This design comes from an exercise in tuning for small area, a short achievable clock period and few clock cycles per item on the open sky130 flow, not from production work. RTL that was checked went through simulation tests only; none was proved equivalent to the original. Power and IR drop assume default switching activity.

==> maple <==
Design swls_top, start of the top module:
module swls_top (
  input  logic        clk_i,
  input  logic        rst_ni,
  input  logic        start,
  output logic        busy,
  input  logic [1:0]  req_action,
  input  logic [31:0] req_value,
  output logic        rsp_valid_o,
  output logic [1:0]  rsp_status,
  output logic [31:0] rsp_popped_value,
  output logic        rsp_found,
  output logic [3:0]  rsp_found_index,
  output logic [31:0] rsp_top_value,
  output logic [4:0]  rsp_entry_count,
  output logic        rsp_is_empty
);
  stack_with_linear_search #(
    .DEPTH      (16),
    .DATA_WIDTH (32)
  ) u_stack (
    .clk_i            (clk_i),
    .rst_ni           (rst_ni),
    .start            (start),
    .busy             (busy),
    .req_action       (req_action),
    .req_value        (req_value),
    .rsp_valid_o      (rsp_valid_o),
    .rsp_status       (rsp_status),
    .rsp_popped_value (rsp_popped_value),
    .rsp_found        (rsp_found),
    .rsp_found_index  (rsp_found_index),
    .rsp_top_value    (rsp_top_value),
    .rsp_entry_count  (rsp_entry_count),
    .rsp_is_empty     (rsp_is_empty)
  );
endmodule
==> module stack_with_linear_search, before the edit <==
module stack_with_linear_search #(
  parameter int DEPTH      = 16,
  parameter int DATA_WIDTH = 32
) (
  input  logic                  clk_i,
  input  logic                  rst_ni,
  input  logic                  start,
  output logic                  busy,
  input  logic [1:0]            req_action,
  input  logic [DATA_WIDTH-1:0] req_value,
  output logic                  rsp_valid_o,
  output logic [1:0]            rsp_status,
  output logic [DATA_WIDTH-1:0] rsp_popped_value,
  output logic                  rsp_found,
  output logic [3:0]            rsp_found_index,
  output logic [DATA_WIDTH-1:0] rsp_top_value,
  output logic [4:0]            rsp_entry_count,
  output logic                  rsp_is_empty
);
  logic [DEPTH-1:0]      vld_q;       
  logic [DATA_WIDTH-1:0] words [DEPTH+1];
  logic                  v1_q, push_q, pop_q, hold_q, keep_q, srch1_q;
  logic [1:0]            status1_q;
  logic [DATA_WIDTH-1:0] val1_q;
  logic [DEPTH-1:0]      eq, match_d, match1_q;
  logic                  eq_new;
  logic [DEPTH-1:0]      vld_n;
  logic                  req_push, req_pop, push_d, pop_d;
  assign busy = 1'b0;
  always_comb begin
    if (push_q)     vld_n = {vld_q[DEPTH-2:0], 1'b1};
    else if (pop_q) vld_n = {1'b0, vld_q[DEPTH-1:1]};
    else            vld_n = vld_q;
  end
  assign req_push = start & (req_action == swls_pkg::ACT_PUSH);
  assign req_pop  = start & (req_action == swls_pkg::ACT_POP);
  assign push_d   = req_push & ~vld_n[DEPTH-1];
  assign pop_d    = req_pop & vld_n[0];
  always_ff @(posedge clk_i or negedge rst_ni) begin
    if (!rst_ni) begin
      v1_q      <= 1'b0;
      push_q    <= 1'b0;
      pop_q     <= 1'b0;
      hold_q    <= 1'b0;
      keep_q    <= 1'b0;
      srch1_q   <= 1'b0;
      status1_q <= swls_pkg::STAT_OK;
    end else begin
      v1_q      <= start;
      push_q    <= push_d;
      pop_q     <= pop_d;
      hold_q    <= ~(push_d | pop_d);
      keep_q    <= pop_d & vld_n[1];
      srch1_q   <= start & (req_action == swls_pkg::ACT_SEARCH);
      status1_q <= (req_push & vld_n[DEPTH-1]) ? swls_pkg::STAT_FULL  :
                   (req_pop & ~vld_n[0])       ? swls_pkg::STAT_EMPTY :
                                                 swls_pkg::STAT_OK;
    end
  end
  always_ff @(posedge clk_i) begin
    val1_q   <= req_value;
    match1_q <= match_d;
  end
  assign eq_new = (val1_q == req_value);
  for (genvar i = 0; i < DEPTH; i++) begin : g_eq
    assign eq[i] = (words[i] == req_value);
  end
  always_comb begin
    if (push_q)     match_d = {eq[DEPTH-2:0], eq_new};
    else if (pop_q) match_d = {1'b0, eq[DEPTH-1:1]};
    else            match_d = eq;
  end
  logic [4:0] count_q;
  logic       empty_q;
  assign words[DEPTH] = '0;
  logic [DATA_WIDTH-1:0] top_q;
  always_ff @(posedge clk_i or negedge rst_ni) begin
    if (!rst_ni) top_q <= '0;
    else         top_q <= ({DATA_WIDTH{push_q}} & val1_q)
                        | ({DATA_WIDTH{keep_q}} & words[1])
                        | ({DATA_WIDTH{hold_q}} & top_q);
  end
  assign words[0] = top_q;
  for (genvar i = 1; i < DEPTH; i++) begin : g_cell
    swls_cell #(
      .DATA_WIDTH (DATA_WIDTH)
    ) u_cell (
      .clk_i       (clk_i),
      .push_i      (push_q),
      .pop_i       (pop_q),
      .hold_i      (hold_q),
      .up_word_i   (words[i-1]),
      .down_word_i (words[i+1]),
      .word_o      (words[i])
    );
  end
  always_ff @(posedge clk_i or negedge rst_ni) begin
    if (!rst_ni) begin
      vld_q   <= '0;
      count_q <= '0;
      empty_q <= 1'b1;
    end else begin
      vld_q <= vld_n;
      if (push_q) begin
        count_q <= count_q + 5'd1;
        empty_q <= 1'b0;
      end else if (pop_q) begin
        count_q <= count_q - 5'd1;
        empty_q <= ~vld_q[1];
      end
    end
  end
  logic [DEPTH-1:0] match;
  logic [3:0]       index;
  logic             found;
  assign match = match1_q & vld_q & {DEPTH{srch1_q}};
  always_comb begin
    logic seen;
    seen  = 1'b0;
    index = '0;
    for (int i = 0; i < DEPTH; i++) begin
      index = index | ({4{match[i] & ~seen}} & (count_q[3:0] - 4'(i + 1)));
      seen  = seen | match[i];
    end
  end
  assign found = |match;
  logic                  rsp_valid_q;
  logic [1:0]            rsp_status_q;
  logic [DATA_WIDTH-1:0] rsp_popped_q;
  logic                  rsp_found_q;
  logic [3:0]            rsp_index_q;
  always_ff @(posedge clk_i or negedge rst_ni) begin
    if (!rst_ni) rsp_valid_q <= 1'b0;
    else         rsp_valid_q <= v1_q;
  end
  always_ff @(posedge clk_i) begin
    rsp_status_q <= status1_q;
    rsp_popped_q <= {DATA_WIDTH{pop_q}} & words[0];
    rsp_found_q  <= found;
    rsp_index_q  <= index;
  end
  assign rsp_valid_o      = rsp_valid_q;
  assign rsp_status       = rsp_status_q;
  assign rsp_popped_value = rsp_popped_q;
  assign rsp_found        = rsp_found_q;
  assign rsp_found_index  = rsp_index_q;
  assign rsp_top_value    = top_q;
  assign rsp_entry_count  = count_q;
  assign rsp_is_empty     = empty_q;
endmodule
Settings: LEC_CHECK=0, CAP_MARGIN=20, CORE_MARGIN=2, CORE_UTILIZATION=45, SETUP_SLACK_MARGIN=2.9, SLEW_MARGIN=20; clock period 5.0 ns.
run.sh (not shown) runs the stock make flow with config.mk's settings and CLKGATE_MAP_FILE= SYNTH_SCRIPT=/design/flow/synth_recipe.tcl, a recipe that flattens the netlist after the stock synthesis.
==> inputs of sierra, as changes to maple <==
--- a/flow/design.v
+++ b/flow/design.v
@@ -46,64 +46,38 @@
 );
-  logic [DEPTH-1:0]      vld_q;       
-  logic [DATA_WIDTH-1:0] words [DEPTH+1];
-  logic                  v1_q, push_q, pop_q, hold_q, keep_q, srch1_q;
-  logic [1:0]            status1_q;
+  logic                  v1_q;
+  logic [1:0]            act1_q;
   logic [DATA_WIDTH-1:0] val1_q;
-  logic [DEPTH-1:0]      eq, match_d, match1_q;
-  logic                  eq_new;
-  logic [DEPTH-1:0]      vld_n;
-  logic                  req_push, req_pop, push_d, pop_d;
   assign busy = 1'b0;
-  always_comb begin
-    if (push_q)     vld_n = {vld_q[DEPTH-2:0], 1'b1};
-    else if (pop_q) vld_n = {1'b0, vld_q[DEPTH-1:1]};
-    else            vld_n = vld_q;
-  end
-  assign req_push = start & (req_action == swls_pkg::ACT_PUSH);
-  assign req_pop  = start & (req_action == swls_pkg::ACT_POP);
-  assign push_d   = req_push & ~vld_n[DEPTH-1];
-  assign pop_d    = req_pop & vld_n[0];
   always_ff @(posedge clk_i or negedge rst_ni) begin
-    if (!rst_ni) begin
-      v1_q      <= 1'b0;
-      push_q    <= 1'b0;
-      pop_q     <= 1'b0;
-      hold_q    <= 1'b0;
-      keep_q    <= 1'b0;
-      srch1_q   <= 1'b0;
-      status1_q <= swls_pkg::STAT_OK;
-    end else begin
-      v1_q      <= start;
-      push_q    <= push_d;
-      pop_q     <= pop_d;
-      hold_q    <= ~(push_d | pop_d);
-      keep_q    <= pop_d & vld_n[1];
-      srch1_q   <= start & (req_action == swls_pkg::ACT_SEARCH);
-      status1_q <= (req_push & vld_n[DEPTH-1]) ? swls_pkg::STAT_FULL  :
-                   (req_pop & ~vld_n[0])       ? swls_pkg::STAT_EMPTY :
-                                                 swls_pkg::STAT_OK;
-    end
+    if (!rst_ni) v1_q <= 1'b0;
+    else         v1_q <= start;
   end
   always_ff @(posedge clk_i) begin
-    val1_q   <= req_value;
-    match1_q <= match_d;
+    act1_q <= req_action;
+    val1_q <= req_value;
   end
-  assign eq_new = (val1_q == req_value);
-  for (genvar i = 0; i < DEPTH; i++) begin : g_eq
-    assign eq[i] = (words[i] == req_value);
+  logic [4:0]            count_q;
+  logic                  empty_q;
+  logic [DEPTH-1:0]      vld;         
+  logic [DATA_WIDTH-1:0] words [DEPTH+1];
+  logic                  push, pop, hold;
+  logic                  is_push, is_pop, is_search;
+  logic [DEPTH-1:0]      match;
+  for (genvar i = 0; i < DEPTH; i++) begin : g_vld
+    assign vld[i] = (count_q > 5'(i));
   end
-  always_comb begin
-    if (push_q)     match_d = {eq[DEPTH-2:0], eq_new};
-    else if (pop_q) match_d = {1'b0, eq[DEPTH-1:1]};
-    else            match_d = eq;
-  end
-  logic [4:0] count_q;
-  logic       empty_q;
+  assign is_push   = v1_q & (act1_q == swls_pkg::ACT_PUSH);
+  assign is_pop    = v1_q & (act1_q == swls_pkg::ACT_POP);
+  assign is_search = v1_q & (act1_q == swls_pkg::ACT_SEARCH);
+  assign push      = is_push & ~count_q[4];
+  assign pop       = is_pop & ~empty_q;
+  assign hold      = ~(push | pop);
   assign words[DEPTH] = '0;
-  logic [DATA_WIDTH-1:0] top_q;
+  logic [DATA_WIDTH-1:0] top_q, top_d;
+  assign top_d = ({DATA_WIDTH{push}} & val1_q)
+               | ({DATA_WIDTH{pop & vld[1]}} & words[1])
+               | ({DATA_WIDTH{hold}} & top_q);
   always_ff @(posedge clk_i or negedge rst_ni) begin
     if (!rst_ni) top_q <= '0;
-    else         top_q <= ({DATA_WIDTH{push_q}} & val1_q)
-                        | ({DATA_WIDTH{keep_q}} & words[1])
-                        | ({DATA_WIDTH{hold_q}} & top_q);
+    else         top_q <= top_d;
   end
@@ -115,5 +89,5 @@
       .clk_i       (clk_i),
-      .push_i      (push_q),
-      .pop_i       (pop_q),
-      .hold_i      (hold_q),
+      .push_i      (push),
+      .pop_i       (pop),
+      .hold_i      (hold),
       .up_word_i   (words[i-1]),
@@ -123,22 +97,8 @@
   end
-  always_ff @(posedge clk_i or negedge rst_ni) begin
-    if (!rst_ni) begin
-      vld_q   <= '0;
-      count_q <= '0;
-      empty_q <= 1'b1;
-    end else begin
-      vld_q <= vld_n;
-      if (push_q) begin
-        count_q <= count_q + 5'd1;
-        empty_q <= 1'b0;
-      end else if (pop_q) begin
-        count_q <= count_q - 5'd1;
-        empty_q <= ~vld_q[1];
-      end
-    end
+  for (genvar i = 0; i < DEPTH; i++) begin : g_match
+    assign match[i] = (words[i] == val1_q) & vld[i] & is_search;
   end
-  logic [DEPTH-1:0] match;
+  logic [DEPTH-1:0] first;
   logic [3:0]       index;
   logic             found;
-  assign match = match1_q & vld_q & {DEPTH{srch1_q}};
   always_comb begin
@@ -148,4 +108,5 @@
     for (int i = 0; i < DEPTH; i++) begin
-      index = index | ({4{match[i] & ~seen}} & (count_q[3:0] - 4'(i + 1)));
-      seen  = seen | match[i];
+      first[i] = match[i] & ~seen;
+      seen     = seen | match[i];
+      index    = index | ({4{first[i]}} & (count_q[3:0] - 4'(i + 1)));
     end
@@ -153,2 +114,14 @@
   assign found = |match;
+  always_ff @(posedge clk_i or negedge rst_ni) begin
+    if (!rst_ni) begin
+      count_q <= '0;
+      empty_q <= 1'b1;
+    end else if (push) begin
+      count_q <= count_q + 5'd1;
+      empty_q <= 1'b0;
+    end else if (pop) begin
+      count_q <= count_q - 5'd1;
+      empty_q <= (count_q == 5'd1);
+    end
+  end
   logic                  rsp_valid_q;
@@ -163,4 +136,6 @@
   always_ff @(posedge clk_i) begin
-    rsp_status_q <= status1_q;
-    rsp_popped_q <= {DATA_WIDTH{pop_q}} & words[0];
+    rsp_status_q <= (is_push & count_q[4]) ? swls_pkg::STAT_FULL  :
+                    (is_pop & empty_q)     ? swls_pkg::STAT_EMPTY :
+                                             swls_pkg::STAT_OK;
+    rsp_popped_q <= {DATA_WIDTH{pop}} & words[0];
     rsp_found_q  <= found;
--- a/flow/config.mk
+++ b/flow/config.mk
@@ -7,2 +7,3 @@
 export LEC_CHECK = 0
+export ABC_CLOCK_PERIOD_IN_PS = 2400
 export CAP_MARGIN = 20
@@ -10,3 +11,3 @@
 export CORE_UTILIZATION = 45
-export SETUP_SLACK_MARGIN = 2.9
+export SETUP_SLACK_MARGIN = 2.6
 export SLEW_MARGIN = 20
==> run summary <==
|  | sierra | maple |
|---|---|---|
| Mean post-synth cell area | 8.64 um^2 | 9.83 um^2 |
| Worst r2r src | u_stack.val1_q[17]$_DFF_P_ | u_stack.top_q[6]$_DFF_PN0_ |
| Fraction of power consumed by combinational cells | 25.9% | 21.4% |
| Hold Slack | 0.407 ns | 0.343 ns |
| Peak fanout along the critical path | 16 | 2 |
| Run status | finished clean | finished clean |
| Fraction of the core area covered by cells at the end of the flow | 55.2% | 54.6% |
| Pint | 9.51 mW | 10.3 mW |
| Clock buffer count from CTS | 67 | 71 |
| Worst R2R Path Depth | 11 | 7 |
| Most common cell after layout, fill and taps aside | nand2_1 | dfxtp_1 |
| Starting Density | 45.3% | 45.4% |
| Sw frac | 33.4% | 32.7% |
| Resized cells post-CTS | 382 | 676 |
Testbench counts of maple, summed over its fixed seeds: cycles 16,008, items 16,000.
Testbench counts of sierra, summed over its fixed seeds: cycles 16,008, items 16,000.

==> inputs of trial 53 <==
==> flow/design.v <==
package swls_pkg;
  localparam logic [1:0] ACT_PUSH   = 2'd0;
  localparam logic [1:0] ACT_POP    = 2'd1;
  localparam logic [1:0] ACT_SEARCH = 2'd2;
  localparam logic [1:0] STAT_OK    = 2'd0;
  localparam logic [1:0] STAT_EMPTY = 2'd1;
  localparam logic [1:0] STAT_FULL  = 2'd2;
endpackage
module swls_cell #(
  parameter int DATA_WIDTH = 32
) (
  input  logic                  clk_i,
  input  logic                  push_i,
  input  logic                  pop_i,
  input  logic                  hold_i,
  input  logic [DATA_WIDTH-1:0] up_word_i,
  input  logic [DATA_WIDTH-1:0] down_word_i,
  output logic [DATA_WIDTH-1:0] word_o
);
  logic [DATA_WIDTH-1:0] word_q;
  always_ff @(posedge clk_i) begin
    word_q <= ({DATA_WIDTH{push_i}} & up_word_i)
            | ({DATA_WIDTH{pop_i}}  & down_word_i)
            | ({DATA_WIDTH{hold_i}} & word_q);
  end
  assign word_o = word_q;
endmodule
module stack_with_linear_search #(
  parameter int DEPTH      = 16,
  parameter int DATA_WIDTH = 32
) (
  input  logic                  clk_i,
  input  logic                  rst_ni,
  input  logic                  start,
  output logic                  busy,
  input  logic [1:0]            req_action,
  input  logic [DATA_WIDTH-1:0] req_value,
  output logic                  rsp_valid_o,
  output logic [1:0]            rsp_status,
  output logic [DATA_WIDTH-1:0] rsp_popped_value,
  output logic                  rsp_found,
  output logic [3:0]            rsp_found_index,
  output logic [DATA_WIDTH-1:0] rsp_top_value,
  output logic [4:0]            rsp_entry_count,
  output logic                  rsp_is_empty
);
  logic                  v1_q;
  logic [1:0]            act1_q;
  logic [DATA_WIDTH-1:0] val1_q;
  assign busy = 1'b0;
  always_ff @(posedge clk_i or negedge rst_ni) begin
    if (!rst_ni) v1_q <= 1'b0;
    else         v1_q <= start;
  end
  always_ff @(posedge clk_i) begin
    act1_q <= req_action;
    val1_q <= req_value;
  end
  logic [4:0]            count_q;
  logic                  empty_q;
  logic [DEPTH-1:0]      vld;         
  logic [DATA_WIDTH-1:0] words [DEPTH+1];
  logic                  push, pop, hold;
  logic                  is_push, is_pop, is_search;
  logic [DEPTH-1:0]      match;
  for (genvar i = 0; i < DEPTH; i++) begin : g_vld
    assign vld[i] = (count_q > 5'(i));
  end
  assign is_push   = v1_q & (act1_q == swls_pkg::ACT_PUSH);
  assign is_pop    = v1_q & (act1_q == swls_pkg::ACT_POP);
  assign is_search = v1_q & (act1_q == swls_pkg::ACT_SEARCH);
  assign push      = is_push & ~count_q[4];
  assign pop       = is_pop & ~empty_q;
  assign hold      = ~(push | pop);
  assign words[DEPTH] = '0;
  logic [DATA_WIDTH-1:0] top_q, top_d;
  assign top_d = ({DATA_WIDTH{push}} & val1_q)
               | ({DATA_WIDTH{pop & vld[1]}} & words[1])
               | ({DATA_WIDTH{hold}} & top_q);
  always_ff @(posedge clk_i or negedge rst_ni) begin
    if (!rst_ni) top_q <= '0;
    else         top_q <= top_d;
  end
  assign words[0] = top_q;
  for (genvar i = 1; i < DEPTH; i++) begin : g_cell
    swls_cell #(
      .DATA_WIDTH (DATA_WIDTH)
    ) u_cell (
      .clk_i       (clk_i),
      .push_i      (push),
      .pop_i       (pop),
      .hold_i      (hold),
      .up_word_i   (words[i-1]),
      .down_word_i (words[i+1]),
      .word_o      (words[i])
    );
  end
  for (genvar i = 0; i < DEPTH; i++) begin : g_match
    assign match[i] = (words[i] == val1_q) & vld[i] & is_search;
  end
  logic [DEPTH-1:0] first;
  logic [3:0]       index;
  logic             found;
  always_comb begin
    logic seen;
    seen  = 1'b0;
    index = '0;
    for (int i = 0; i < DEPTH; i++) begin
      first[i] = match[i] & ~seen;
      seen     = seen | match[i];
      index    = index | ({4{first[i]}} & (count_q[3:0] - 4'(i + 1)));
    end
  end
  assign found = |match;
  always_ff @(posedge clk_i or negedge rst_ni) begin
    if (!rst_ni) begin
      count_q <= '0;
      empty_q <= 1'b1;
    end else if (push) begin
      count_q <= count_q + 5'd1;
      empty_q <= 1'b0;
    end else if (pop) begin
      count_q <= count_q - 5'd1;
      empty_q <= (count_q == 5'd1);
    end
  end
  logic                  rsp_valid_q;
  logic [1:0]            rsp_status_q;
  logic [DATA_WIDTH-1:0] rsp_popped_q;
  logic                  rsp_found_q;
  logic [3:0]            rsp_index_q;
  always_ff @(posedge clk_i or negedge rst_ni) begin
    if (!rst_ni) rsp_valid_q <= 1'b0;
    else         rsp_valid_q <= v1_q;
  end
  always_ff @(posedge clk_i) begin
    rsp_status_q <= (is_push & count_q[4]) ? swls_pkg::STAT_FULL  :
                    (is_pop & empty_q)     ? swls_pkg::STAT_EMPTY :
                                             swls_pkg::STAT_OK;
    rsp_popped_q <= {DATA_WIDTH{pop}} & words[0];
    rsp_found_q  <= found;
    rsp_index_q  <= index;
  end
  assign rsp_valid_o      = rsp_valid_q;
  assign rsp_status       = rsp_status_q;
  assign rsp_popped_value = rsp_popped_q;
  assign rsp_found        = rsp_found_q;
  assign rsp_found_index  = rsp_index_q;
  assign rsp_top_value    = top_q;
  assign rsp_entry_count  = count_q;
  assign rsp_is_empty     = empty_q;
endmodule
module swls_top (
  input  logic        clk_i,
  input  logic        rst_ni,
  input  logic        start,
  output logic        busy,
  input  logic [1:0]  req_action,
  input  logic [31:0] req_value,
  output logic        rsp_valid_o,
  output logic [1:0]  rsp_status,
  output logic [31:0] rsp_popped_value,
  output logic        rsp_found,
  output logic [3:0]  rsp_found_index,
  output logic [31:0] rsp_top_value,
  output logic [4:0]  rsp_entry_count,
  output logic        rsp_is_empty
);
  stack_with_linear_search #(
    .DEPTH      (16),
    .DATA_WIDTH (32)
  ) u_stack (
    .clk_i            (clk_i),
    .rst_ni           (rst_ni),
    .start            (start),
    .busy             (busy),
    .req_action       (req_action),
    .req_value        (req_value),
    .rsp_valid_o      (rsp_valid_o),
    .rsp_status       (rsp_status),
    .rsp_popped_value (rsp_popped_value),
    .rsp_found        (rsp_found),
    .rsp_found_index  (rsp_found_index),
    .rsp_top_value    (rsp_top_value),
    .rsp_entry_count  (rsp_entry_count),
    .rsp_is_empty     (rsp_is_empty)
  );
endmodule
==> flow/run.sh <==
#!/bin/bash
# synth_recipe.tcl (not shown) runs the flow's synth.tcl, then flattens the netlist and writes it again
# the make line also repeats each setting of config.mk as NAME=value (left out here)
make -C /OpenROAD-flow-scripts/flow DESIGN_CONFIG=/design/flow/config.mk WORK_HOME=/design/flow/orfs CLKGATE_MAP_FILE= SYNTH_SCRIPT=/design/flow/synth_recipe.tcl finish
==> flow/config.mk <==
export PLATFORM = sky130hd
export DESIGN_NAME = swls_top
export DESIGN_NICKNAME = swls_top
export VERILOG_FILES = /design/flow/design.v
export SDC_FILE = /design/flow/constraint.sdc
export NUM_CORES = 4
export LEC_CHECK = 0
export ABC_CLOCK_PERIOD_IN_PS = 2000
export CAP_MARGIN = 20
export CORE_MARGIN = 2
export CORE_UTILIZATION = 45
export SETUP_SLACK_MARGIN = 3.0
export SLEW_MARGIN = 20
==> flow/constraint.sdc <==
create_clock -name core_clock -period 5.0 [get_ports {clk_i}]
set_input_delay 1.0000 -clock core_clock [delete_from_list [all_inputs] [get_ports {clk_i}]]
set_output_delay 1.0000 -clock core_clock [all_outputs]
set_load 0.01 [all_outputs]
==> inputs of trial 13, as changes to trial 53 <==
--- a/flow/design.v
+++ b/flow/design.v
@@ -44,38 +44,49 @@
   output logic [4:0]            rsp_entry_count,
   output logic                  rsp_is_empty
 );
-  logic                  v1_q;
-  logic [1:0]            act1_q;
+  logic [DEPTH-1:0]      vld_q;       
+  logic [DATA_WIDTH-1:0] words [DEPTH+1];
+  logic                  push, pop, hold;
+  logic                  v1_q, push1_q, pop1_q, srch1_q;
   logic [DATA_WIDTH-1:0] val1_q;
+  logic [DEPTH-1:0]      eq, match_d, match1_q;
+  logic                  eq_new;
   assign busy = 1'b0;
   always_ff @(posedge clk_i or negedge rst_ni) begin
-    if (!rst_ni) v1_q <= 1'b0;
-    else         v1_q <= start;
+    if (!rst_ni) begin
+      v1_q    <= 1'b0;
+      push1_q <= 1'b0;
+      pop1_q  <= 1'b0;
+      srch1_q <= 1'b0;
+    end else begin
+      v1_q    <= start;
+      push1_q <= start & (req_action == swls_pkg::ACT_PUSH);
+      pop1_q  <= start & (req_action == swls_pkg::ACT_POP);
+      srch1_q <= start & (req_action == swls_pkg::ACT_SEARCH);
+    end
   end
   always_ff @(posedge clk_i) begin
-    act1_q <= req_action;
-    val1_q <= req_value;
+    val1_q   <= req_value;
+    match1_q <= match_d;
   end
-  logic [4:0]            count_q;
-  logic                  empty_q;
-  logic [DEPTH-1:0]      vld;         
-  logic [DATA_WIDTH-1:0] words [DEPTH+1];
-  logic                  push, pop, hold;
-  logic                  is_push, is_pop, is_search;
-  logic [DEPTH-1:0]      match;
-  for (genvar i = 0; i < DEPTH; i++) begin : g_vld
-    assign vld[i] = (count_q > 5'(i));
+  assign eq_new = (val1_q == req_value);
+  for (genvar i = 0; i < DEPTH; i++) begin : g_eq
+    assign eq[i] = (words[i] == req_value);
   end
-  assign is_push   = v1_q & (act1_q == swls_pkg::ACT_PUSH);
-  assign is_pop    = v1_q & (act1_q == swls_pkg::ACT_POP);
-  assign is_search = v1_q & (act1_q == swls_pkg::ACT_SEARCH);
-  assign push      = is_push & ~count_q[4];
-  assign pop       = is_pop & ~empty_q;
-  assign hold      = ~(push | pop);
+  always_comb begin
+    if (push)     match_d = {eq[DEPTH-2:0], eq_new};
+    else if (pop) match_d = {1'b0, eq[DEPTH-1:1]};
+    else          match_d = eq;
+  end
+  logic [4:0] count_q;
+  logic       empty_q;
+  assign push = push1_q & ~vld_q[DEPTH-1];
+  assign pop  = pop1_q & vld_q[0];
+  assign hold = ~(push | pop);
   assign words[DEPTH] = '0;
   logic [DATA_WIDTH-1:0] top_q, top_d;
   assign top_d = ({DATA_WIDTH{push}} & val1_q)
-               | ({DATA_WIDTH{pop & vld[1]}} & words[1])
+               | ({DATA_WIDTH{pop & vld_q[1]}} & words[1])
                | ({DATA_WIDTH{hold}} & top_q);
   always_ff @(posedge clk_i or negedge rst_ni) begin
     if (!rst_ni) top_q <= '0;
@@ -95,35 +106,35 @@
       .word_o      (words[i])
     );
   end
-  for (genvar i = 0; i < DEPTH; i++) begin : g_match
-    assign match[i] = (words[i] == val1_q) & vld[i] & is_search;
+  always_ff @(posedge clk_i or negedge rst_ni) begin
+    if (!rst_ni) begin
+      vld_q   <= '0;
+      count_q <= '0;
+      empty_q <= 1'b1;
+    end else if (push) begin
+      vld_q   <= {vld_q[DEPTH-2:0], 1'b1};
+      count_q <= count_q + 5'd1;
+      empty_q <= 1'b0;
+    end else if (pop) begin
+      vld_q   <= {1'b0, vld_q[DEPTH-1:1]};
+      count_q <= count_q - 5'd1;
+      empty_q <= ~vld_q[1];
+    end
   end
-  logic [DEPTH-1:0] first;
+  logic [DEPTH-1:0] match;
   logic [3:0]       index;
   logic             found;
+  assign match = match1_q & vld_q & {DEPTH{srch1_q}};
   always_comb begin
     logic seen;
     seen  = 1'b0;
     index = '0;
     for (int i = 0; i < DEPTH; i++) begin
-      first[i] = match[i] & ~seen;
-      seen     = seen | match[i];
-      index    = index | ({4{first[i]}} & (count_q[3:0] - 4'(i + 1)));
+      index = index | ({4{match[i] & ~seen}} & (count_q[3:0] - 4'(i + 1)));
+      seen  = seen | match[i];
     end
   end
   assign found = |match;
-  always_ff @(posedge clk_i or negedge rst_ni) begin
-    if (!rst_ni) begin
-      count_q <= '0;
-      empty_q <= 1'b1;
-    end else if (push) begin
-      count_q <= count_q + 5'd1;
-      empty_q <= 1'b0;
-    end else if (pop) begin
-      count_q <= count_q - 5'd1;
-      empty_q <= (count_q == 5'd1);
-    end
-  end
   logic                  rsp_valid_q;
   logic [1:0]            rsp_status_q;
   logic [DATA_WIDTH-1:0] rsp_popped_q;
@@ -134,9 +145,9 @@
     else         rsp_valid_q <= v1_q;
   end
   always_ff @(posedge clk_i) begin
-    rsp_status_q <= (is_push & count_q[4]) ? swls_pkg::STAT_FULL  :
-                    (is_pop & empty_q)     ? swls_pkg::STAT_EMPTY :
-                                             swls_pkg::STAT_OK;
+    rsp_status_q <= (push1_q & vld_q[DEPTH-1]) ? swls_pkg::STAT_FULL  :
+                    (pop1_q & ~vld_q[0])       ? swls_pkg::STAT_EMPTY :
+                                                 swls_pkg::STAT_OK;
     rsp_popped_q <= {DATA_WIDTH{pop}} & words[0];
     rsp_found_q  <= found;
     rsp_index_q  <= index;
- ABC_CLOCK_PERIOD_IN_PS: 2000 -> not set
- SETUP_SLACK_MARGIN: 3.0 -> 2.6
==> run summary <==
quantity	trial 53	trial 13
Final Core Density	59.28%	53.66%
Met1 demand-to-capacity share in global routing	50.17%	43.18%
Register-to-Register Setup Slack	1.80 ns	2.65 ns
Non-clock buffering overhead	13.97%	7.016%
Sequential share of cell area	33.50%	37.28%
Number of clock buffers in the layout	107	98
Core Footprint	61480 µm²	64350 µm²
Run status	no timing/DRC/antenna violations	no timing/DRC/antenna violations
Routability-driven placement congestion ratio	0.9836	0.9685
Share of synthesized cell area in full adder, half adder and majority cells	0.7183%	0.4966%
Slew HR	49.97%	42.00%
Switching share of power	34.18%	35.78%
Number of distinct library cells after synthesis	67	62
Worst hold slack	0.4181 ns	0.3529 ns
Power in the clock group	0.00500 W	0.00571 W
Largest vdd supply drop	0.3905 mV	0.2483 mV
Die ar.	63940 µm²	67010 µm²
First element of the critical path	u_stack.val1_q[17]	req_value[9]
Testbench counts of trial 53, summed over its fixed seeds: cycles 16,008, items 16,000.
For trial 13, only the layout was checked, not whether the RTL still works.

## port drivers added, routing unchanged
The results above use ideal ports. As a check the final layouts listed here were re-extracted and re-timed, cells and wires unchanged.
Step 1 sets driving cells, clkbuf_16 on the clock port and buf_2 on the other inputs (assumed; they add their load-dependent delay and slew).
Step 2 also shifts input and output timing later by t, the mid clock arrival at the registers, as if the neighbouring blocks saw the same clock.
Three values: ideal ports, drivers, drivers and shift; two values: the first two.
run	shift t [ns]	setup WS [ns]	clock arrival spread, ns	slew at the worst register clock pin (ns)	worst slew at a driven data input, ns
maple	0.667	2.720 / 2.660 / 2.196	0.027 / 0.027	0.06 / 0.06	0.10
sierra	0.673	1.848 / 1.848 / 1.848	0.025 / 0.025	0.06 / 0.06	0.09
trial 53	0.679	1.804 / 1.804 / 1.804	0.022 / 0.022	0.06 / 0.06	0.08
trial 13	0.689	2.586 / 2.562 / 1.937	0.019 / 0.018	0.07 / 0.07	0.08
After both steps every run listed still meets setup and hold. The setup slack of trial 13, which loses most, moves by -0.024 ns with the drivers and by -0.649 ns with both steps.
